This is an optimization exercise on Yosys and OpenROAD, whose aim is small area, a short achievable clock period and few clock cycles per item, not a production implementation. RTL that was checked went through simulation tests only; none was proved equivalent to the original. No functional check of the RTL was part of run 2. No activity file was given, so power comes from the tool's default toggle rates.

==> run.sh <==
#!/bin/bash
# synth_recipe.tcl (not shown) runs the flow's synth.tcl, then flattens the netlist and writes it again
# the make line also repeats each setting of config.mk as NAME=value (left out here)
make -C /OpenROAD-flow-scripts/flow DESIGN_CONFIG=/design/flow/config.mk WORK_HOME=/design/flow/orfs CLKGATE_MAP_FILE= SYNTH_SCRIPT=/design/flow/synth_recipe.tcl finish
==> design.v <==
`timescale 1ns / 1ps
`default_nettype none
package sia_pkg;
    localparam int WIDTH = 32;
    typedef enum logic [1:0] {
        OP_ADD = 2'd0,
        OP_SUB = 2'd1,
        OP_MUL = 2'd2,
        OP_DIV = 2'd3
    } t_op;
endpackage
`default_nettype wire
`timescale 1ns / 1ps
`default_nettype none
import sia_pkg::*;
module signed_integer_alu (
    input  wire         i_clk,
    input  wire         i_rst_n,
    input  wire         s_axis_tvalid,
    output logic        s_axis_tready,
    input  wire  [63:0] s_axis_tdata,    
    input  wire  [1:0]  s_axis_tuser,    
    output logic        m_axis_tvalid,
    input  wire         m_axis_tready,
    output logic [31:0] m_axis_tdata,    
    output logic [0:0]  m_axis_tuser     
);
    function automatic logic [5:0] blen(input logic [31:0] v);
        blen = 6'd0;
        for (int i = 0; i < 32; i++) begin
            if (v[i]) blen = 6'(i + 1);
        end
    endfunction
    function automatic logic [31:0] booth(input logic [2:0] bits, input logic [31:0] x);
        case (bits)
            3'b001, 3'b010, 3'b101, 3'b110: booth = x;
            3'b011, 3'b100:                 booth = {x[30:0], 1'b0};
            default:                        booth = '0;
        endcase
    endfunction
    function automatic logic [2:0] cls(input logic [31:0] v);
        cls[0] = (v[31:7]  == '0) || (v[31:7]  == '1);
        cls[1] = (v[31:15] == '0) || (v[31:15] == '1);
        cls[2] = (v[31:23] == '0) || (v[31:23] == '1);
    endfunction
    logic        busy;       
    logic        m_as;       
    logic        m_mul;      
    logic        m_dprep;    
    logic        m_dstep;    
    logic        m_dfin;     
    logic        sub;
    logic [31:0] a;          
    logic [34:0] b;          
    logic [31:0] r;          
    logic        r_v;        
    logic        r_dz;
    logic        bp;         
    logic [5:0]  cnt;        
    logic        neg;        
    logic        dzf;        
    logic [5:0]  la;         
    logic [5:0]  lb;         
    logic [31:0] o;
    logic        o_v;
    logic        o_dz;
    wire [31:0] in_a = s_axis_tdata[31:0];
    wire [31:0] in_b = s_axis_tdata[63:32];
    wire o_free = !o_v || m_axis_tready;
    wire go     = busy && !r_v;
    wire qz = la < lb;
    wire mul_last = (b[34:3] == '0) || (b[34:3] == '1);
    wire fin_c = m_as || (m_mul && mul_last) || (m_dprep && (dzf || qz)) ||
                 (m_dstep && cnt == 6'd1 && !neg) || m_dfin;
    assign s_axis_tready = !r_v && (!busy || fin_c);
    wire acc = s_axis_tvalid && s_axis_tready;
    wire fin = go && fin_c;
    wire [2:0]  d0 = {b[1], b[0], bp};
    wire [2:0]  d1 = {b[3], b[2], b[1]};
    wire        n0 = d0[2] && !(d0[1] && d0[0]);
    wire        n1 = d1[2] && !(d1[1] && d1[0]);
    wire [31:0] m0 = booth(d0, a) ^ {32{n0}};
    wire [31:0] m1 = booth(d1, {a[29:0], 2'b00}) ^ {32{n1}};
    wire [31:0] cs_s = r ^ m0 ^ m1;
    wire [31:0] cs_c = {(r[30:0] & m0[30:0]) | (r[30:0] & m1[30:0]) | (m0[30:0] & m1[30:0]), n1};
    logic [34:0] x, y;
    logic        inv, cin;
    always_comb begin
        x = '0;
        y = '0;
        inv = 1'b0;
        cin = 1'b0;
        if (m_as) begin
            x = {3'b0, a};
            y = b;
            inv = sub;
            cin = sub;
        end
        if (m_mul) begin
            x = {3'b0, cs_s};
            y = {3'b0, cs_c};
            cin = n0;
        end
        if (m_dprep) begin
            y = {3'b0, a};
            inv = a[31];
            cin = a[31];
        end
        if (m_dstep) begin
            x = {3'b0, r};
            y = b;
            inv = !b[34];
            cin = !b[34];
        end
        if (m_dfin) begin
            y = {3'b0, a};
            inv = 1'b1;
            cin = 1'b1;
        end
    end
    wire [34:0] sum = x + (y ^ {35{inv}}) + 35'(cin);
    wire        q  = !sum[34];
    wire [31:0] qn = {a[30:0], q};
    wire [34:0] b_sh = b << (la - lb);
    logic [31:0] res;
    logic        res_dz;
    always_comb begin
        res_dz = 1'b0;
        res = sum[31:0];
        if (m_dprep) begin
            res    = {32{dzf}};
            res_dz = dzf;
        end
        if (m_dstep) res = qn;
    end
    always_ff @(posedge i_clk) begin
        if (!i_rst_n) begin
            busy    <= 1'b0;
            r_v     <= 1'b0;
            o_v     <= 1'b0;
            m_as    <= 1'b0;
            m_mul   <= 1'b0;
            m_dprep <= 1'b0;
            m_dstep <= 1'b0;
            m_dfin  <= 1'b0;
        end else begin
            if (acc) begin
                busy    <= 1'b1;
                m_as    <= !s_axis_tuser[1];
                m_mul   <= s_axis_tuser == OP_MUL;
                m_dprep <= s_axis_tuser == OP_DIV;
                m_dstep <= 1'b0;
                m_dfin  <= 1'b0;
            end else if (fin) begin
                busy    <= 1'b0;
                m_as    <= 1'b0;
                m_mul   <= 1'b0;
                m_dprep <= 1'b0;
                m_dstep <= 1'b0;
                m_dfin  <= 1'b0;
            end else if (go) begin
                if (m_dprep) begin
                    m_dprep <= 1'b0;
                    m_dstep <= 1'b1;
                end
                if (m_dstep && cnt == 6'd1) begin
                    m_dstep <= 1'b0;
                    m_dfin  <= 1'b1;
                end
            end
            if (r_v) begin
                if (o_free) begin
                    o_v <= 1'b1;
                    r_v <= 1'b0;
                end
            end else if (fin) begin
                if (o_free) begin
                    o_v <= 1'b1;
                end else begin
                    r_v <= 1'b1;
                end
            end else if (o_free) begin
                o_v <= 1'b0;
            end
        end
    end
    always_ff @(posedge i_clk) begin
        if (o_free) begin
            if (r_v) begin
                o    <= r;
                o_dz <= r_dz;
            end else if (fin) begin
                o    <= res;
                o_dz <= res_dz;
            end
        end
    end
    wire [2:0] ca = cls(in_a);
    wire [2:0] cb = cls(in_b);
    wire       swap = (s_axis_tuser == OP_MUL) && |(ca & ~cb);
    always_ff @(posedge i_clk) begin
        if (r_v) begin
            if (o_free) begin
                r <= '0;
            end
        end else if (fin && !o_free) begin
            r    <= res;
            r_dz <= res_dz;
        end else if (acc) begin
            r <= '0;
        end else if (go) begin
            if (m_mul || m_dprep) r <= sum[31:0];
            if (m_dstep && q)     r <= sum[31:0];
        end
        if (acc) begin
            a   <= swap ? in_b : in_a;
            b   <= swap ? {{3{in_a[31]}}, in_a} : {{3{in_b[31]}}, in_b};
            sub <= s_axis_tuser[0];
            bp  <= 1'b0;
            neg <= in_a[31] ^ in_b[31];
            dzf <= in_b == '0;
            la  <= blen(in_a ^ {32{in_a[31]}}) + 6'(in_a[31]);
            lb  <= blen(in_b ^ {32{in_b[31]}});
        end else if (go) begin
            if (m_mul) begin
                a  <= {a[27:0], 4'b0};
                b  <= {{4{b[34]}}, b[34:4]};
                bp <= b[3];
            end
            if (m_dprep) begin
                a   <= '0;
                b   <= b_sh;
                cnt <= la - lb + 6'd1;
            end
            if (m_dstep) begin
                a   <= qn;
                b   <= {b[34], b[34:1]};
                cnt <= cnt - 6'd1;
            end
        end
    end
    assign m_axis_tvalid   = o_v;
    assign m_axis_tdata    = o;
    assign m_axis_tuser[0] = o_dz;
endmodule
`default_nettype wire
==> constraint.sdc <==
create_clock -name core_clock -period 14.0 [get_ports {i_clk}]
set_input_delay 2.8000 -clock core_clock [delete_from_list [all_inputs] [get_ports {i_clk}]]
set_output_delay 2.8000 -clock core_clock [all_outputs]
set_load 0.01 [all_outputs]
==> config.mk <==
export PLATFORM = sky130hd
export DESIGN_NAME = signed_integer_alu
export DESIGN_NICKNAME = signed_integer_alu
export VERILOG_FILES = /design/flow/design.v
export SDC_FILE = /design/flow/constraint.sdc
export NUM_CORES = 4
export LEC_CHECK = 0
export CAP_MARGIN = 20
export CORE_MARGIN = 2
export CORE_UTILIZATION = 40
export SLEW_MARGIN = 20
==> results.toml, run 1 <==
[routing]
drt-initial-drc-count = 2207
ant_nets = 0
drc = 0
wirelength_um = 69400
drt_pass1_iterations = 6
wire_per_inst_um = 24.8
num_vias = 18000
vias_per_cell = 6.44

[cells_and_area]
final_util_pct = 44.7
nets = 2341
fin_area_um2 = 19800
syn_to_final_growth_pct = 10.0
drive_gt1_share_pct = 6.43
n_antenna_cell = 0

[setup_path]
crit_end = "r[10]$_SDFFCE_PP0P_"
reg2reg_slack_ps = 7330
r2r-start = "m_dstep$_SDFFE_PP0P_"
cp.arrival_ps = 6750
crit_slowest_cell = "dfxtp_4"
critPathCaptureType = "flop"
worstSetupPathType = "reg -> reg"
required_ps = 14080
critical_path.max_stage_delay_ps = 720
crit_chain = "inv_1 -> a31oi_1 -> buf_4 -> nor2_2 -> buf_4 -> xnor2_1 -> fa_1 -> inv_1 -> fa_1 -> a21o_1 -> a21oi_1 -> o21ai_1 -> a21o_1 -> a21o_1 -> a31oi_1 -> o31ai_1 -> a21oi_1 -> nand2_1 -> a21oi_1 -> a21oi_4"
worst_r2r_path_depth = 20
cp-startpoint = "m_dstep$_SDFFE_PP0P_"
crit_fanout = 57
cp-start-kind = "flop"
rr_endpoint = "r[10]$_SDFFCE_PP0P_"

[synthesis]
synth_edf_count = 153
avgSynthCellArea_um2 = 7.95
synthTopCellsByCount = "262 x a21oi_1, 210 x o21ai_0, 180 x nand2_1"
netlist_area_um2 = 18000
synth_nets = 2411
yosysTopAreaCell = "edfxtp_1"
yosysWarnings = 1
ys_ff_latch = 162
ys.flop_type = "edfxtp_1"
syn_inst = 2266
synth.most_common_cell = "a21oi_1"
synth_top_area_share_pct = 25.5
yosys-top-cells-area = "edfxtp_1 25%, a21oi_1 7.3%, o21ai_0 5.8%"
ys_seq_area_share_pct = 26.5
async_flop_share_pct = 0
yosysUniqueCellTypes = 85

[clocking]
cts_max_level = 4
root_buffer = "clkbuf_16"
cts_hold_buf = 0
clk_latency_ps = 460
clk_pin_slew_ps = 70
cts_num_sinks = 162
cts_inserted_buffers = 17
cts_setup_buffers = 0
clockBufferDepth = 2
cts_tree = "done"
cts_resized = 0

[timing]
report.final.hold_viol_count = 0
max_freq_mhz = 150
relSlewSlack_pct = 27.5
maxSlewViolCount = 0
tns_ps = 0
tightest_slew_ps = 1090
timing.final.crit_share_pct = 47.7
rsz0062_at_grt = "no"
finalClockSkew_ps = 9.59
setup_viol = 0
post-route-min-period_ps = 6670
worst_slack_ps = 7330

[place]
placed_cell_area_um2 = 19200
port_buffers = 104
pre_cts_slack_ps = 7100
dp_hpwl_um = 50100
gp_congestion = 0.973

[global_route]
grt_pass1_wl_um = 105000
grtUsageTotal_pct = 29.2
first_global_vias = 16700
grt_max_degree = 82
gr-total-overflow = 0
antenna_found_initial = 1

[power_and_ir_drop]
finalPower_mw = 2.07
power.leakage_nw = 7.19
powerDensity_nw_per_um2 = 104
ir_drop_mv = 0.0734

[die]
start_util_pct = 40.7
die_area_um2 = 46800
io_pins = 105
rows = 77
die_w_um = 216
die_h_um = 216
core_area_um2 = 44300

[status]
status = "no timing/DRC/antenna violations"

[hold_path]
hold_class = "reg -> reg"

[flow_run]
cap_violations = 0
[worst max-delay path, delay by kind of cell (launching register included)]
family | cells | cell delay [ps]
buffers and inverters | 4 | 1280
and+or+nand+nor | 2 | 170
xor gates and xnor gates | 1 | 300
adders and majority gates | 2 | 710
DFF | 1 | 720
AOI/OAI and AO/OA | 11 | 3040
[report_power, final]
group | internal (mW) | switching [mW]
clock network | 0.264 | 0.206
logic | 0.342 | 0.533
registers | 0.604 | 0.116
[cell usage in the layout, fill, tap and decap left out, types with 22 or more instances in the layout]
| master | Yosys | routed |
|---|---|---|
| a21oi_1 | 262 | 260 |
| o21ai_0 | 210 | 210 |
| nand2_1 | 180 | 178 |
| nor2_1 | 162 | 160 |
| edfxtp_1 | 153 | 153 |
| a22oi_1 | 109 | 109 |
| xor2_1 | 110 | 107 |
| clkdlybuf4s50_1 | 0 | 104 |
| mux2i_1 | 84 | 84 |
| nand3_1 | 57 | 57 |
| inv_1 | 54 | 54 |
| a221oi_1 | 40 | 40 |
| ha_1 | 41 | 40 |
| nor3_1 | 38 | 37 |
| a21o_1 | 36 | 36 |
| a211oi_1 | 36 | 36 |
| buf_4 | 4 | 35 |
| fa_1 | 34 | 34 |
| nor2b_1 | 27 | 26 |
| mux2_2 | 25 | 25 |
| nand2b_1 | 24 | 24 |
| o21ai_1 | 22 | 22 |
| xnor2_1 | 26 | 22 |
[per-stage QoR]
step           cells  hold WS, ps
2_1_floorplan   2266          491
3_3_place_gp    2769          518
3_5_place_dp    2769          513
4_1_cts         2800          525
5_1_grt         2800          552
6_report        2800          522
[registers in the layout, indices dropped and copies added, names as in the netlist, 5 cells and up]
register,cells
a,32
lb,5
cnt,6
r,32
b,35
la,6
o,32
[logic make-up (layout without fill, tap and decap cells)]
logic type      Yosys count  count (layout)  share of synthesized area, %
compound gates          885             885                          31.1
xor+xnor                136             136                          6.61
fa+ha+maj                75              75                          6.62
buf+inv                 289             231                          6.49
flops                   162             162                          26.5
mux                     114             114                          6.79
simple gates            605             605                          15.9
[worst min-delay path by stage]
stage | startpoint | to | slack [ps] | depth (start not counted)
finish | r_dz$_DFFE_PP_ | o_dz$_DFFE_PP_ | 520 | 2
floorplan | busy$_SDFFE_PN0P_ | busy$_SDFFE_PN0P_ | 490 | 2
detailed placement | r_dz$_DFFE_PP_ | o_dz$_DFFE_PP_ | 510 | 2
global placement | busy$_SDFFE_PN0P_ | busy$_SDFFE_PN0P_ | 520 | 2
global route | r_dz$_DFFE_PP_ | o_dz$_DFFE_PP_ | 550 | 2
CTS | r_dz$_DFFE_PP_ | o_dz$_DFFE_PP_ | 530 | 2
[per-layer routing]
layer	wire length, µm	vias up	part of all wire [%]	track usage (%)
met5	0	-	0	0
met4	3230	0	4.6	13.4
met3	5890	166	8.5	4.60
met2	30600	987	44	44.9
met1	29700	8570	43	40.1
li1	-	8315	-	-
[layout make-up]
type / instances / area (µm²)
inverter: 61 / 230
multi-input combinational: 1815 / 12200
tap: 592 / 741
fill: 4480 / 24500
sequential: 162 / 4780
clock inverter: 13 / 151
timing repair buffer: 139 / 1300
clock buffer: 18 / 429
Testbench counts, summed over its fixed seeds: cycles 20,583, items 6,000.
==> run 2: changes to the inputs <==
--- a/design.v
+++ b/design.v
@@ -33,8 +33,6 @@
     endfunction
-    function automatic logic [31:0] booth(input logic [2:0] bits, input logic [31:0] x);
-        case (bits)
-            3'b001, 3'b010, 3'b101, 3'b110: booth = x;
-            3'b011, 3'b100:                 booth = {x[30:0], 1'b0};
-            default:                        booth = '0;
-        endcase
+    function automatic logic [2:0] bdec(input logic [2:0] bits);
+        bdec[2] = bits[1] ^ bits[0];
+        bdec[1] = (bits == 3'b011) || (bits == 3'b100);
+        bdec[0] = bits[2] && !(bits[1] && bits[0]);
     endfunction
@@ -54,7 +52,8 @@
     logic [34:0] b;          
-    logic [31:0] r;          
+    logic [34:0] r;          
     logic        r_v;        
     logic        r_dz;
-    logic        bp;         
-    logic [5:0]  cnt;        
+    logic [1:0]  bx1;        
+    logic [1:0]  bx2;        
+    logic [1:0]  bng;        
     logic        neg;        
@@ -72,4 +71,5 @@
     wire mul_last = (b[34:3] == '0) || (b[34:3] == '1);
+    wire last_step = la == lb;
     wire fin_c = m_as || (m_mul && mul_last) || (m_dprep && (dzf || qz)) ||
-                 (m_dstep && cnt == 6'd1 && !neg) || m_dfin;
+                 (m_dstep && last_step && !neg) || m_dfin;
     assign s_axis_tready = !r_v && (!busy || fin_c);
@@ -77,9 +77,7 @@
     wire fin = go && fin_c;
-    wire [2:0]  d0 = {b[1], b[0], bp};
-    wire [2:0]  d1 = {b[3], b[2], b[1]};
-    wire        n0 = d0[2] && !(d0[1] && d0[0]);
-    wire        n1 = d1[2] && !(d1[1] && d1[0]);
-    wire [31:0] m0 = booth(d0, a) ^ {32{n0}};
-    wire [31:0] m1 = booth(d1, {a[29:0], 2'b00}) ^ {32{n1}};
-    wire [31:0] cs_s = r ^ m0 ^ m1;
+    wire        n0 = bng[0];
+    wire        n1 = bng[1];
+    wire [31:0] m0 = (({32{bx1[0]}} & a) | ({32{bx2[0]}} & {a[30:0], 1'b0})) ^ {32{n0}};
+    wire [31:0] m1 = (({32{bx1[1]}} & {a[29:0], 2'b0}) | ({32{bx2[1]}} & {a[28:0], 3'b0})) ^ {32{n1}};
+    wire [31:0] cs_s = r[31:0] ^ m0 ^ m1;
     wire [31:0] cs_c = {(r[30:0] & m0[30:0]) | (r[30:0] & m1[30:0]) | (m0[30:0] & m1[30:0]), n1};
@@ -104,3 +102,3 @@
         if (m_dprep) begin
-            y = {3'b0, a};
+            y = {{3{a[31]}}, a};
             inv = a[31];
@@ -109,6 +107,6 @@
         if (m_dstep) begin
-            x = {3'b0, r};
+            x = r;
             y = b;
-            inv = !b[34];
-            cin = !b[34];
+            inv = r[34] ~^ b[34];
+            cin = r[34] ~^ b[34];
         end
@@ -120,3 +118,4 @@
     end
-    wire [34:0] sum = x + (y ^ {35{inv}}) + 35'(cin);
+    wire [35:0] sum_w = {x, cin} + {y ^ {35{inv}}, cin};
+    wire [34:0] sum = sum_w[35:1];
     wire        q  = !sum[34];
@@ -165,3 +164,3 @@
                 end
-                if (m_dstep && cnt == 6'd1) begin
+                if (m_dstep && last_step) begin
                     m_dstep <= 1'b0;
@@ -189,3 +188,3 @@
             if (r_v) begin
-                o    <= r;
+                o    <= r[31:0];
                 o_dz <= r_dz;
@@ -200,2 +199,8 @@
     wire       swap = (s_axis_tuser == OP_MUL) && |(ca & ~cb);
+    wire [2:0] dia0 = bdec({in_a[1:0], 1'b0});
+    wire [2:0] dia1 = bdec(in_a[3:1]);
+    wire [2:0] dib0 = bdec({in_b[1:0], 1'b0});
+    wire [2:0] dib1 = bdec(in_b[3:1]);
+    wire [2:0] dm0  = bdec(b[5:3]);
+    wire [2:0] dm1  = bdec(b[7:5]);
     always_ff @(posedge i_clk) begin
@@ -206,3 +211,3 @@
         end else if (fin && !o_free) begin
-            r    <= res;
+            r    <= {3'b0, res};
             r_dz <= res_dz;
@@ -211,4 +216,3 @@
         end else if (go) begin
-            if (m_mul || m_dprep) r <= sum[31:0];
-            if (m_dstep && q)     r <= sum[31:0];
+            if (m_mul || m_dprep || m_dstep) r <= sum;
         end
@@ -218,3 +222,4 @@
             sub <= s_axis_tuser[0];
-            bp  <= 1'b0;
+            {bx1[0], bx2[0], bng[0]} <= swap ? dia0 : dib0;
+            {bx1[1], bx2[1], bng[1]} <= swap ? dia1 : dib1;
             neg <= in_a[31] ^ in_b[31];
@@ -227,3 +232,4 @@
                 b  <= {{4{b[34]}}, b[34:4]};
-                bp <= b[3];
+                {bx1[0], bx2[0], bng[0]} <= dm0;
+                {bx1[1], bx2[1], bng[1]} <= dm1;
             end
@@ -232,3 +238,2 @@
                 b   <= b_sh;
-                cnt <= la - lb + 6'd1;
             end
@@ -237,3 +242,3 @@
                 b   <= {b[34], b[34:1]};
-                cnt <= cnt - 6'd1;
+                la  <= la - 6'd1;
             end
==> run 2 against run 1 <==
Net effect:
- still clean
- core utilization about the same
- clock skew grew 6.9 ps
- combinational power increased by 14%
- synthesized cell count down 2.7%
- register-to-register slack better by 430 ps
- critical endpoint is now b[1]$_DFFE_PP_
==> results.toml, run 2 <==
[global_route]
grt_pass1_wl_um = 107000
grt_max_degree = 79
gr-total-overflow = 0
first_global_vias = 17200
grtUsageTotal_pct = 30.0
antenna_found_initial = 0

[synthesis]
yosysWarnings = 1
syn_inst = 2205
async_flop_share_pct = 0
ys_seq_area_share_pct = 26.8
yosys-top-cells-area = "edfxtp_1 26%, a21oi_1 5.9%, a22oi_1 5.6%"
yosysTopAreaCell = "edfxtp_1"
avgSynthCellArea_um2 = 8.19
synth_edf_count = 156
netlist_area_um2 = 18000
synth_top_area_share_pct = 26.0
synth_nets = 2358
yosysUniqueCellTypes = 89
synthTopCellsByCount = "212 x a21oi_1, 194 x nand2_1, 187 x nor2_1"
synth.most_common_cell = "a21oi_1"
ys.flop_type = "edfxtp_1"
ys_ff_latch = 164

[die]
die_w_um = 216
io_pins = 105
die_area_um2 = 46800
rows = 77
core_area_um2 = 44400
start_util_pct = 40.6
die_h_um = 216

[clocking]
clk_latency_ps = 490
cts_inserted_buffers = 17
cts_hold_buf = 0
cts_resized = 0
root_buffer = "clkbuf_16"
cts_num_sinks = 164
clk_pin_slew_ps = 70
clockBufferDepth = 2
cts_setup_buffers = 0
cts_max_level = 4
cts_tree = "done"

[setup_path]
cp-start-kind = "input pin"
worstSetupPathType = "in -> reg"
critical_path.max_stage_delay_ps = 610
cp.arrival_ps = 6620
cp_common_cell = "buf_4"
worst-path-buf-inv = 3
crit_chain = "clkdlybuf4s50_1 -> or4_4 -> nor3_2 -> a31o_2 -> o2bb2ai_1 -> nand2_1 -> a31oi_4 -> buf_4 -> buf_4 -> mux2i_1 -> nor2_1 -> a221o_1"
required_ps = 14230
critPathCaptureType = "flop"
crit_fanout = 47
path_delay_family = "buffers and inverters"
reg2reg_slack_ps = 7760
crit_slowest_cell = "or4_4"

[cells_and_area]
reg_top3 = "b x35, r x35"
syn_to_final_growth_pct = 10.1
drive_gt1_share_pct = 7.33
nets = 2296
final_cell_mix = "212 x a21oi_1, 193 x nand2_1, 184 x nor2_1"
final_common_cell = "a21oi_1"
fin_cells = 2749

[routing]
ant_nets = 0
vias_per_cell = 6.57
drt-initial-drc-count = 2120
wire_per_inst_um = 25.9
num_vias = 18100
drc = 0
wirelength_um = 71100
drt_pass1_iterations = 6

[power_and_ir_drop]
combPwrFrac_pct = 45.2
seqPwrFrac_pct = 32.9
power.leakage_nw = 6.95
internal_power_mw = 1.27
power_switching_mw = 0.943
powerDensity_nw_per_um2 = 111
p_sw_share_pct = 42.7
p_clk_share_pct = 21.9
ir_drop_mv = 0.0820

[place]
post-place-cells = 2716
gp_congestion = 0.921
port_buffers = 104
dp_hpwl_um = 50500

[timing]
finalClockSkew_ps = 16.5
relSlewSlack_pct = 22.6
maxSlewViolCount = 0
setup_viol = 0
rsz0062_at_grt = "no"
fin_hold_ws_ps = 546
timing.final.crit_share_pct = 45.6
max_freq_mhz = 156
tns_ps = 0
tightest_slew_ps = 1150
post-route-min-period_ps = 6390
report.final.hold_viol_count = 0

[status]
status = "no timing/DRC/antenna violations"

[hold_path]
hold_class = "reg -> reg"

[flow_run]
cap_violations = 0
-- run 2: final cells by class --
cell class | instances | area, µm²
multi-input combinational | 1760 | 12100
timing repair buffer | 145 | 1350
clock inverter | 14 | 141
clock buffer | 18 | 429
antenna | 1 | 2.50
fill | 4394 | 24500
inverter | 55 | 208
tap | 592 | 741
sequential | 164 | 4850
-- run 2: worst min-delay path, cell delays in order (launching register included) --
cell and delay [ps]:
edfxtp_1 330, nand2_1 50, o21ai_0 60
-- run 2: per-stage QoR --
| step | power (mW) | instance area, µm² | setup slack, ps | utilization (%) |
|---|---|---|---|---|
| 2_1_floorplan | 1.40 | 18000 | 8280 | - |
| 3_3_place_gp | 1.70 | 19300 | 7080 | 43.4 |
| 3_5_place_dp | 1.71 | 19300 | 7090 | 43.4 |
| 4_1_cts | 2.19 | 19900 | 7620 | 44.7 |
| 5_1_grt | 2.33 | 19900 | 7360 | 44.7 |
| 6_report | 2.21 | 19900 | 7610 | 44.7 |
-- run 2: per-layer routing --
layer | GRT usage, % | vias up | wire [µm]
met5 | 0 | - | 0
met4 | 13.5 | 0 | 2880
met3 | 4.01 | 144 | 6380
met2 | 46.9 | 987 | 32300
met1 | 41.4 | 8789 | 29600
li1 | - | 8133 | -
-- run 2: cells by family after synthesis --
group | count (synthesis) | share of synthesized area, %
compound gates | 791 | 28.9
xor+xnor | 140 | 6.84
fa+ha+maj | 83 | 7.13
buf+inv | 281 | 6.46
flops | 164 | 26.8
mux | 127 | 7.98
simple gates | 619 | 15.8
-- run 2: worst paths after layout --
kind | from | end | cells after the start
max | s_axis_tdata[15] | b[1]$_DFFE_PP_ | 12
min | r_dz$_DFFE_PP_ | o_dz$_DFFE_PP_ | 2
max reg2reg | m_dstep$_SDFFE_PP0P_ | o[31]$_DFFE_PP_ | 17
min reg2reg | r_dz$_DFFE_PP_ | o_dz$_DFFE_PP_ | 2
-- run 2: power by group through the flow --
| stage | logic (mW) | clock network, mW | registers, mW |
|---|---|---|---|
| floorplan | 0.731 | 0 | 0.665 |
| global placement | 0.966 | 0 | 0.731 |
| detailed placement | 0.977 | 0 | 0.732 |
| CTS | 0.983 | 0.489 | 0.722 |
| global route | 1.09 | 0.503 | 0.732 |
| finish | 0.997 | 0.484 | 0.727 |
==> run 3: changes to the inputs <==
--- a/design.v
+++ b/design.v
@@ -28,5 +28,9 @@
     function automatic logic [5:0] blen(input logic [31:0] v);
+        logic [31:0] top;
+        for (int i = 0; i < 32; i++) begin
+            top[i] = v[i] && ((v >> (i + 1)) == '0);
+        end
         blen = 6'd0;
         for (int i = 0; i < 32; i++) begin
-            if (v[i]) blen = 6'(i + 1);
+            blen = blen | ({6{top[i]}} & 6'(i + 1));
         end
@@ -38,8 +42,7 @@
     endfunction
-    function automatic logic [2:0] cls(input logic [31:0] v);
-        cls[0] = (v[31:7]  == '0) || (v[31:7]  == '1);
-        cls[1] = (v[31:15] == '0) || (v[31:15] == '1);
-        cls[2] = (v[31:23] == '0) || (v[31:23] == '1);
+    function automatic logic fits(input logic [31:0] v, input int n);
+        fits = (v >> (n - 1)) == '0 || (v >> (n - 1)) == ('1 >> (n - 1));
     endfunction
     logic        busy;       
+    logic        fc;         
     logic        m_as;       
@@ -74,3 +77,3 @@
                  (m_dstep && last_step && !neg) || m_dfin;
-    assign s_axis_tready = !r_v && (!busy || fin_c);
+    assign s_axis_tready = !r_v && (!busy || fc);
     wire acc = s_axis_tvalid && s_axis_tready;
@@ -196,5 +199,3 @@
     end
-    wire [2:0] ca = cls(in_a);
-    wire [2:0] cb = cls(in_b);
-    wire       swap = (s_axis_tuser == OP_MUL) && |(ca & ~cb);
+    wire       swap = (s_axis_tuser == OP_MUL) && fits(in_a, 16) && !fits(in_b, 16);
     wire [2:0] dia0 = bdec({in_a[1:0], 1'b0});
@@ -205,2 +206,24 @@
     wire [2:0] dm1  = bdec(b[7:5]);
+    wire ml_a = fits(in_a, 4);
+    wire ml_b = fits(in_b, 4);
+    logic qzf_in;
+    always_comb begin
+        qzf_in = 1'b0;
+        for (int n = 8; n < 32; n += 8) begin
+            if (fits(in_a, n) && !fits(in_b, n + 1)) qzf_in = 1'b1;
+        end
+    end
+    always_ff @(posedge i_clk) begin
+        if (acc) begin
+            case (s_axis_tuser)
+                OP_MUL:  fc <= swap ? ml_a : ml_b;
+                OP_DIV:  fc <= (in_b == '0) || qzf_in;
+                default: fc <= 1'b1;
+            endcase
+        end else if (go) begin
+            if (m_mul)   fc <= (b[34:7] == '0) || (b[34:7] == '1);
+            if (m_dprep) fc <= la == lb && !neg;
+            if (m_dstep) fc <= last_step || (la == lb + 6'd1 && !neg);
+        end
+    end
     always_ff @(posedge i_clk) begin
==> flow/run.sh (new file) <==
#!/bin/bash
# The standard layout (standard synthesis unchanged), with one change: the
# setup repair in CTS and global routing aims at 9 ns of slack instead of 0, so
# that the critical paths get sized and buffered for a shorter cycle. The SDC,
# the clock period and every other setting are the standard flow's.
set -euo pipefail
bash standard.sh synth > synth.log 2>&1
bash standard.sh SETUP_SLACK_MARGIN=9 finish > layout.log 2>&1
==> standard.sh (new file) <==
#!/bin/bash
# synth_recipe.tcl (not shown) runs the flow's synth.tcl, then flattens the netlist and writes it again
# the make line also repeats each setting of config.mk as NAME=value (left out here)
make -C /OpenROAD-flow-scripts/flow DESIGN_CONFIG=/design/flow/config.mk WORK_HOME=/design/flow/orfs CLKGATE_MAP_FILE= SYNTH_SCRIPT=/design/flow/synth_recipe.tcl "${@:-finish}"
removed: run.sh
==> run 3 against run 2 <==
Net effect:
- total power up 3.2%
- worst setup slack better by 1400 ps
- non-clock buffer count up 25
- clock power up 9.1%
- sequential share of layout area down 1.5 points
- largest cell class unchanged
- largest power group unchanged
==> results.toml, run 3 <==
[clocking]
clk_pin_slew_ps = 60
clockBufferDepth = 2
cts_hold_buf = 0
cts_max_level = 4
cts_tree = "done"
cts_inserted_buffers = 17
cts_num_sinks = 165
clk_latency_ps = 480
root_buffer = "clkbuf_16"

[synthesis]
synth-compound-area-share_pct = 29.4
async_flop_share_pct = 0
synth_top_family_by_area = "compound AO/OA/AOI/OAI gates"
synth-adder-area-share_pct = 7.03
synthXorXnorAreaFrac_pct = 7.31
ys_seq_area_share_pct = 26.1
yosysTopAreaCell = "edfxtp_1"
synth_nets = 2490
synth_edf_count = 157
yosysWarnings = 1
ys_ff_latch = 165
synth_top_area_share_pct = 25.3
synth.most_common_cell = "nand2_1"
yosysUniqueCellTypes = 89
avgSynthCellArea_um2 = 7.99
syn_inst = 2335
synth-simple-area-share_pct = 17.0
ys.flop_type = "edfxtp_1"
netlist_area_um2 = 18700
synthTopCellsByCount = "285 x nand2_1, 199 x o21ai_0, 184 x a21oi_1"
muxShareOfSynthArea_pct = 6.64
yosys-top-cells-area = "edfxtp_1 25%, nand2_1 5.7%, o21ai_0 5.3%"

[die]
die_w_um = 220
io_pins = 105
core_area_um2 = 46300
start_util_pct = 40.3
die_area_um2 = 48400
rows = 79
die_h_um = 220

[setup_path]
crit_slowest_cell = "or4_4"
cp.arrival_ps = 5180
critPathCaptureType = "flop"
worst-path-buf-inv = 1
worstSetupPathType = "in -> reg"
path_delay_family = "simple AND/OR/NAND/NOR gates"
worst_r2r_path_depth = 18
required_ps = 14210
crit_chain = "buf_8 -> or4_4 -> or3_1 -> o211a_1 -> o22ai_2 -> a211oi_4 -> a41oi_2 -> ha_2 -> nand3_2 -> xnor2_2 -> a21oi_1"
cp-start-kind = "input pin"
path_depth = 11
crit_fanout = 5
critical_path.max_stage_delay_ps = 590

[timing]
tightest_slew_ps = 1100
report.final.hold_viol_count = 0
rsz0062_at_grt = "yes"
maxSlewViolCount = 0
tns_ps = 0
worst_slack_ps = 9030
timing.final.crit_share_pct = 35.5
max_freq_mhz = 201
setup_viol = 0
finalClockSkew_ps = 16.8
relSlewSlack_pct = 26.8
post-route-min-period_ps = 4970
fin_hold_ws_ps = 554

[power_and_ir_drop]
finalPower_mw = 2.28
power.leakage_nw = 7.63
ir_drop_mv = 0.0730
powerDensity_nw_per_um2 = 107

[cells_and_area]
fin_cells = 2909
syn_to_final_growth_pct = 13.9
fillCellCount = 4592
final_common_cell = "nand2_1"
final_cell_mix = "279 x nand2_1, 195 x o21ai_0, 176 x a21oi_1"
fin_area_um2 = 21300
n_antenna_cell = 0
nets = 2444
reg_top3 = "b x35, r x35"
drive_gt1_share_pct = 11.5
final_util_pct = 46.0
multi_input_area_um2 = 13100
final-seq-area_um2 = 4880

[routing]
wirelength_um = 79200
wire_per_inst_um = 27.2
vias_per_cell = 6.73
drc = 0
ant_nets = 0
num_vias = 19600
drt-initial-drc-count = 2407
drt_pass1_iterations = 6

[place]
post-place-cells = 2850
pre_cts_slack_ps = 7720
dp_hpwl_um = 55700
gp_congestion = 0.986
placed_cell_area_um2 = 19900
port_buffers = 104

[flow_run]
cap_violations = 0

[global_route]
grt_max_degree = 87
first_global_vias = 18500
antenna_found_initial = 0
grtUsageTotal_pct = 32.5
gr-total-overflow = 0
grt_pass1_wl_um = 118000

[hold_path]
min_path_cells = 2
hold_class = "reg -> reg"

[status]
status = "no timing/DRC/antenna violations"
run 3: cell types whose count changed after synthesis, sizes merged, moves of 26 or more:
cell   before  now
a21oi     215  184
a31oi      26   52
mux2i      91   62
nand2     194  285
nor2      188  135
o21ai     154  207
run 3: cell families (layout without fill, tap and decap cells):
kind of cell,after synthesis,in the layout
AOI/OAI and AO/OA,849,849
xor gates and xnor gates,155,155
adders and majority gates,85,85
buffers and inverters,303,269
DFF,165,165
muxes,101,101
and+or+nand+nor,677,678
run 3: layout make-up:
type,instances,area share [%]
multi-input combinational,1868,61.4
sequential,165,23.0
timing repair buffer,170,7.89
tap,607,3.57
clock buffer,22,2.09
inverter,67,1.24
clock inverter,10,0.853
run 3: report_power, final:
group | switching [mW] | internal (mW)
Sequential | 0.117 | 0.620
Clock | 0.212 | 0.316
Combinational | 0.609 | 0.406
run 3: worst register-to-register path, delay by kind of cell, from the launching register on:
kind | cells | cell delay, ps
AOI/OAI and AO/OA | 7 | 1490
and+or+nand+nor | 7 | 1490
buffers and inverters | 2 | 680
DFF | 1 | 320
adders and majority gates | 1 | 420
xor gates and xnor gates | 1 | 200
run 3: final timing paths:
path | start | to | slack [ps]
worst min register to register | r_dz$_DFFE_PP_ | o_dz$_DFFE_PP_ | 550
worst min-delay path | r_dz$_DFFE_PP_ | o_dz$_DFFE_PP_ | 550
worst max register to register | m_mul$_SDFFE_PN0P_ | o[0]$_DFFE_PP_ | 9090
worst max-delay path | s_axis_tdata[28] | la[4]$_DFFE_PP_ | 9030
run 3: what timing repair did:
action	in CTS	in global routing
gates resized for setup	161	90
setup buffers	14	8
pin swaps	21	26
gates cloned	2	3
setup endpoints to repair	124	69
run 3: metal layers:
| layer | track usage, % | vias to the layer above | part of all wire [%] |
|---|---|---|---|
| li1 | - | 8667 | - |
| met1 | 43.9 | 9506 | 41 |
| met2 | 50.2 | 1228 | 45 |
| met3 | 5.51 | 187 | 9.0 |
| met4 | 15.8 | 0 | 4.8 |
| met5 | 0 | - | 0 |
Testbench counts of run 3, summed over its fixed seeds: cycles 21,062, items 6,000.
==> run 4: changes to the inputs <==
--- a/design.v
+++ b/design.v
@@ -74,3 +74,3 @@
     wire mul_last = (b[34:3] == '0) || (b[34:3] == '1);
-    wire last_step = la == lb;
+    wire last_step = la == 6'd0;
     wire fin_c = m_as || (m_mul && mul_last) || (m_dprep && (dzf || qz)) ||
@@ -84,4 +84,10 @@
     wire [31:0] m1 = (({32{bx1[1]}} & {a[29:0], 2'b0}) | ({32{bx2[1]}} & {a[28:0], 3'b0})) ^ {32{n1}};
-    wire [31:0] cs_s = r[31:0] ^ m0 ^ m1;
-    wire [31:0] cs_c = {(r[30:0] & m0[30:0]) | (r[30:0] & m1[30:0]) | (m0[30:0] & m1[30:0]), n1};
+    wire        inv1 = r[34] ~^ b[34];
+    wire [34:0] d1   = b ^ {35{inv1}};
+    wire [34:0] d2   = {b[34], b[34:1]};
+    wire [34:0] p2   = m_dstep ? d1 : {3'b0, m0};
+    wire [34:0] p3   = m_dstep ? ~d2 : {3'b0, m1};
+    wire [34:0] cs_s = r ^ p2 ^ p3;
+    wire [34:0] cs_c = {(r[33:0] & p2[33:0]) | (r[33:0] & p3[33:0]) | (p2[33:0] & p3[33:0]),
+                        m_dstep ? inv1 : n1};
     logic [34:0] x, y;
@@ -99,6 +105,6 @@
         end
-        if (m_mul) begin
-            x = {3'b0, cs_s};
-            y = {3'b0, cs_c};
-            cin = n0;
+        if (m_mul || m_dstep) begin
+            x = cs_s;
+            y = cs_c;
+            cin = m_dstep || n0;
         end
@@ -109,8 +115,2 @@
         end
-        if (m_dstep) begin
-            x = r;
-            y = b;
-            inv = r[34] ~^ b[34];
-            cin = r[34] ~^ b[34];
-        end
         if (m_dfin) begin
@@ -123,5 +123,12 @@
     wire [34:0] sum = sum_w[35:1];
-    wire        q  = !sum[34];
-    wire [31:0] qn = {a[30:0], q};
-    wire [34:0] b_sh = b << (la - lb);
+    wire [35:0] t1_w = {r, inv1} + {d1, inv1};
+    wire        q1   = !t1_w[35];
+    wire [34:0] pb_s = r ^ d1 ^ d2;
+    wire [34:0] pb_c = {(r[33:0] & d1[33:0]) | (r[33:0] & d2[33:0]) | (d1[33:0] & d2[33:0]), inv1};
+    wire [34:0] sumb = pb_s + pb_c;
+    wire [34:0] sum2 = (t1_w[35] == b[34]) ? sum : sumb;
+    wire        q2   = !sum2[34];
+    wire [31:0] qn   = {a[29:0], q1, q2};
+    wire [5:0]  ld   = la - lb;
+    wire [34:0] b_sh = b << (ld | 6'd1);
     logic [31:0] res;
@@ -224,4 +231,4 @@
             if (m_mul)   fc <= (b[34:7] == '0) || (b[34:7] == '1);
-            if (m_dprep) fc <= la == lb && !neg;
-            if (m_dstep) fc <= last_step || (la == lb + 6'd1 && !neg);
+            if (m_dprep) fc <= ld[5:1] == 5'd0 && !neg;
+            if (m_dstep) fc <= last_step || (la == 6'd1 && !neg);
         end
@@ -239,3 +246,4 @@
         end else if (go) begin
-            if (m_mul || m_dprep || m_dstep) r <= sum;
+            if (m_mul || m_dprep) r <= sum;
+            if (m_dstep)          r <= sum2;
         end
@@ -261,2 +269,3 @@
                 b   <= b_sh;
+                la  <= {1'b0, ld[5:1]};
             end
@@ -264,3 +273,3 @@
                 a   <= qn;
-                b   <= {b[34], b[34:1]};
+                b   <= {{2{b[34]}}, b[34:2]};
                 la  <= la - 6'd1;
==> run 4 against run 3 <==
Net effect:
- core utilization increased by 3.5 points
- non-clock buffer count rose by 127
- count of clock-buffer cells in the layout fell by 3
- hold slack got worse by 27 ps
- critical path depth increased by 10
- via count rose by 27%
- synthesized cell count increased by 29%
- largest power group unchanged
==> results.toml, run 4 <==
[synthesis]
ys_ff_latch = 165
synth_edf_count = 157
ys.flop_type = "edfxtp_1"
ys_seq_area_share_pct = 21.6
yosys-top-cells-area = "edfxtp_1 21%, nand2_1 7.1%, ha_1 6.6%"
syn_inst = 3003
synth_nets = 3263
yosysWarnings = 1
synth.most_common_cell = "nand2_1"
synthTopCellsByCount = "428 x nand2_1, 234 x o21ai_0, 226 x a21oi_1"
synth_top_area_share_pct = 20.9
yosysTopAreaCell = "edfxtp_1"
avgSynthCellArea_um2 = 7.53
netlist_area_um2 = 22600
yosysUniqueCellTypes = 95
async_flop_share_pct = 0

[cells_and_area]
final_common_cell = "nand2_1"
fin_cells = 3855
fin_area_um2 = 27800
syn_to_final_growth_pct = 22.7
final_util_pct = 49.4
nets = 3346
final_cell_mix = "371 x nand2_1, 212 x inv_1, 200 x a21oi_1"
fillCellCount = 5478
n_antenna_cell = 0
drive_gt1_share_pct = 17.7
reg_top3 = "b x35, r x35"

[timing]
worst_slack_ps = 8880
relSlewSlack_pct = 20.7
fin_hold_ws_ps = 528
report.final.hold_viol_count = 0
timing.final.crit_share_pct = 36.6
maxSlewViolCount = 0
post-route-min-period_ps = 5120
tns_ps = 0
max_freq_mhz = 195
finalClockSkew_ps = 19.4
tightest_slew_ps = 1190
rsz0062_at_grt = "yes"
setup_viol = 0

[setup_path]
cp.arrival_ps = 5350
critical_path.max_stage_delay_ps = 480
required_ps = 14220
critPathCaptureType = "flop"
reg2reg_slack_ps = 8880
worstSetupPathType = "reg -> reg"
cp-start-kind = "flop"
crit_chain = "xnor2_4 -> buf_12 -> buf_16 -> xnor2_4 -> inv_2 -> o21ai_2 -> fa_2 -> a21oi_2 -> o21ai_2 -> xor2_1 -> ha_1 -> a21o_1 -> a31o_2 -> a221o_1 -> and3_4 -> nor3_4 -> o41ai_4 -> a211oi_2 -> xnor2_2 -> a221oi_2 -> o21ai_1"
crit_fanout = 5
crit_slowest_cell = "edfxtp_1"

[die]
core_area_um2 = 56200
die_area_um2 = 58400
rows = 87
io_pins = 105
start_util_pct = 40.3
die_w_um = 242
die_h_um = 242

[clocking]
cts_tree = "done"
cts_max_level = 4
clk_latency_ps = 510
clk_pin_slew_ps = 70
cts_hold_buf = 0
root_buffer = "clkbuf_16"
cts_num_sinks = 165
cts_inserted_buffers = 17
clockBufferDepth = 2

[status]
status = "no timing/DRC/antenna violations"

[routing]
wire_per_inst_um = 25.8
drt-initial-drc-count = 3031
wirelength_um = 99300
drt_pass1_iterations = 9
num_vias = 24800
vias_per_cell = 6.44
ant_nets = 0
drc = 0

[power_and_ir_drop]
power.leakage_nw = 11.5
ir_drop_mv = 0.0983
powerDensity_nw_per_um2 = 124
finalPower_mw = 3.45

[flow_run]
cap_violations = 0

[global_route]
grt_pass1_wl_um = 146000
grt_max_degree = 90
grtUsageTotal_pct = 32.6
gr-total-overflow = 0
first_global_vias = 23300
antenna_found_initial = 0

[place]
dp_hpwl_um = 70200
post-place-cells = 3671
gp_congestion = 1.00
pre_cts_slack_ps = 7030
port_buffers = 104
placed_cell_area_um2 = 24200

[hold_path]
hold_class = "reg -> reg"
## run 4: what timing repair did
action,in CTS,in global routing
endpoints found under the hold margin,0,0
resized for setup,262,244
buffers inserted,71,67
setup endpoints to repair,151,123
pin swaps,72,108
gates cloned,10,3
## run 4: path summary, 6_finish.rpt
kind / cells past startpoint / endpoint / from
min: 2 / o_dz$_DFFE_PP_ / r_dz$_DFFE_PP_
min reg2reg: 2 / o_dz$_DFFE_PP_ / r_dz$_DFFE_PP_
max: 21 / o[31]$_DFFE_PP_ / r[34]$_SDFFCE_PP0P_
max reg2reg: 21 / o[31]$_DFFE_PP_ / r[34]$_SDFFCE_PP0P_
## run 4: final cells by class
cell class | instances | area (µm²) | area share (%)
flip-flops and latches | 165 | 4880 | 17.6
well taps | 756 | 946 | 3.41
repair buffers | 297 | 2980 | 10.7
clock inverters | 13 | 98.8 | 0.356
clock buffers | 19 | 443 | 1.60
multi-input cells | 2384 | 17500 | 63.2
inverters | 221 | 866 | 3.12
## run 4: kinds of logic (layout without fill, tap and decap cells)
family                   Yosys count  in the layout  synth area share (%)
AO/OA/AOI/OAI                    956            956                  27.1
XOR/XNOR                         209            209                  8.18
adder cells (fa/ha/maj)          190            190                  12.9
buffers and inverters            455            550                  7.70
flip-flops                       165            165                  21.6
multiplexers                      58             58                  2.79
AND/OR/NAND/NOR                  970            971                  19.8
## run 4: metal layers
layer | vias to the layer above | wire length, µm | track usage (%)
li1 | 11000 | - | -
met1 | 12000 | 40000 | 43.2
met2 | 1548 | 43700 | 50.3
met3 | 288 | 9980 | 6.44
met4 | 0 | 5620 | 17.2
met5 | - | 0 | 0
## run 4: critical path, delay by kind of cell, from the launching register on
family / cells / cell delay [ps]
XOR/XNOR: 4 / 610
flip-flops: 1 / 480
AO/OA/AOI/OAI: 10 / 2050
buffers and inverters: 3 / 390
adder cells (fa/ha/maj): 2 / 800
AND/OR/NAND/NOR: 2 / 490
## run 4: report_power, final
group	internal, mW	leakage [nW]	switching [mW]
Sequential	0.621	1.58	0.115
Clock	0.233	0.255	0.237
Combinational	0.879	9.63	1.36
Testbench counts of run 4, summed over its fixed seeds: cycles 16,283, items 6,000.

[separate check: timing with driven ports]
No port has a modelled driver above. Below, the same layouts with a new extraction and two added sets of constraints.
Step 1: set_driving_cell puts a clkbuf_16 on i_clk and a buf_2 on each other input, an assumption about the parent block.
Step 2, shift: input delay + t, output delay - t, t = (earliest + latest rising clock arrival at the registers) / 2. This alone moves slack from input paths to output paths.
Three values: ideal, step 1, step 2; two values: the first two.
run | shift t [ns] | slack for setup (ns) | latest minus earliest clock arrival (ns)
run 1 | 0.514 | 7.328 / 7.328 / 6.984 | 0.009 / 0.009
run 2 | 0.536 | 7.609 / 7.587 / 7.103 | 0.017 / 0.016
run 3 | 0.525 | 9.026 / 9.040 / 8.515 | 0.018 / 0.018
run 4 | 0.573 | 8.878 / 8.878 / 8.400 | 0.019 / 0.019
After both steps setup and hold are still met in every run listed. The setup slack of run 3, which loses most, moves by +0.014 ns with the drivers and by -0.511 ns with both steps.
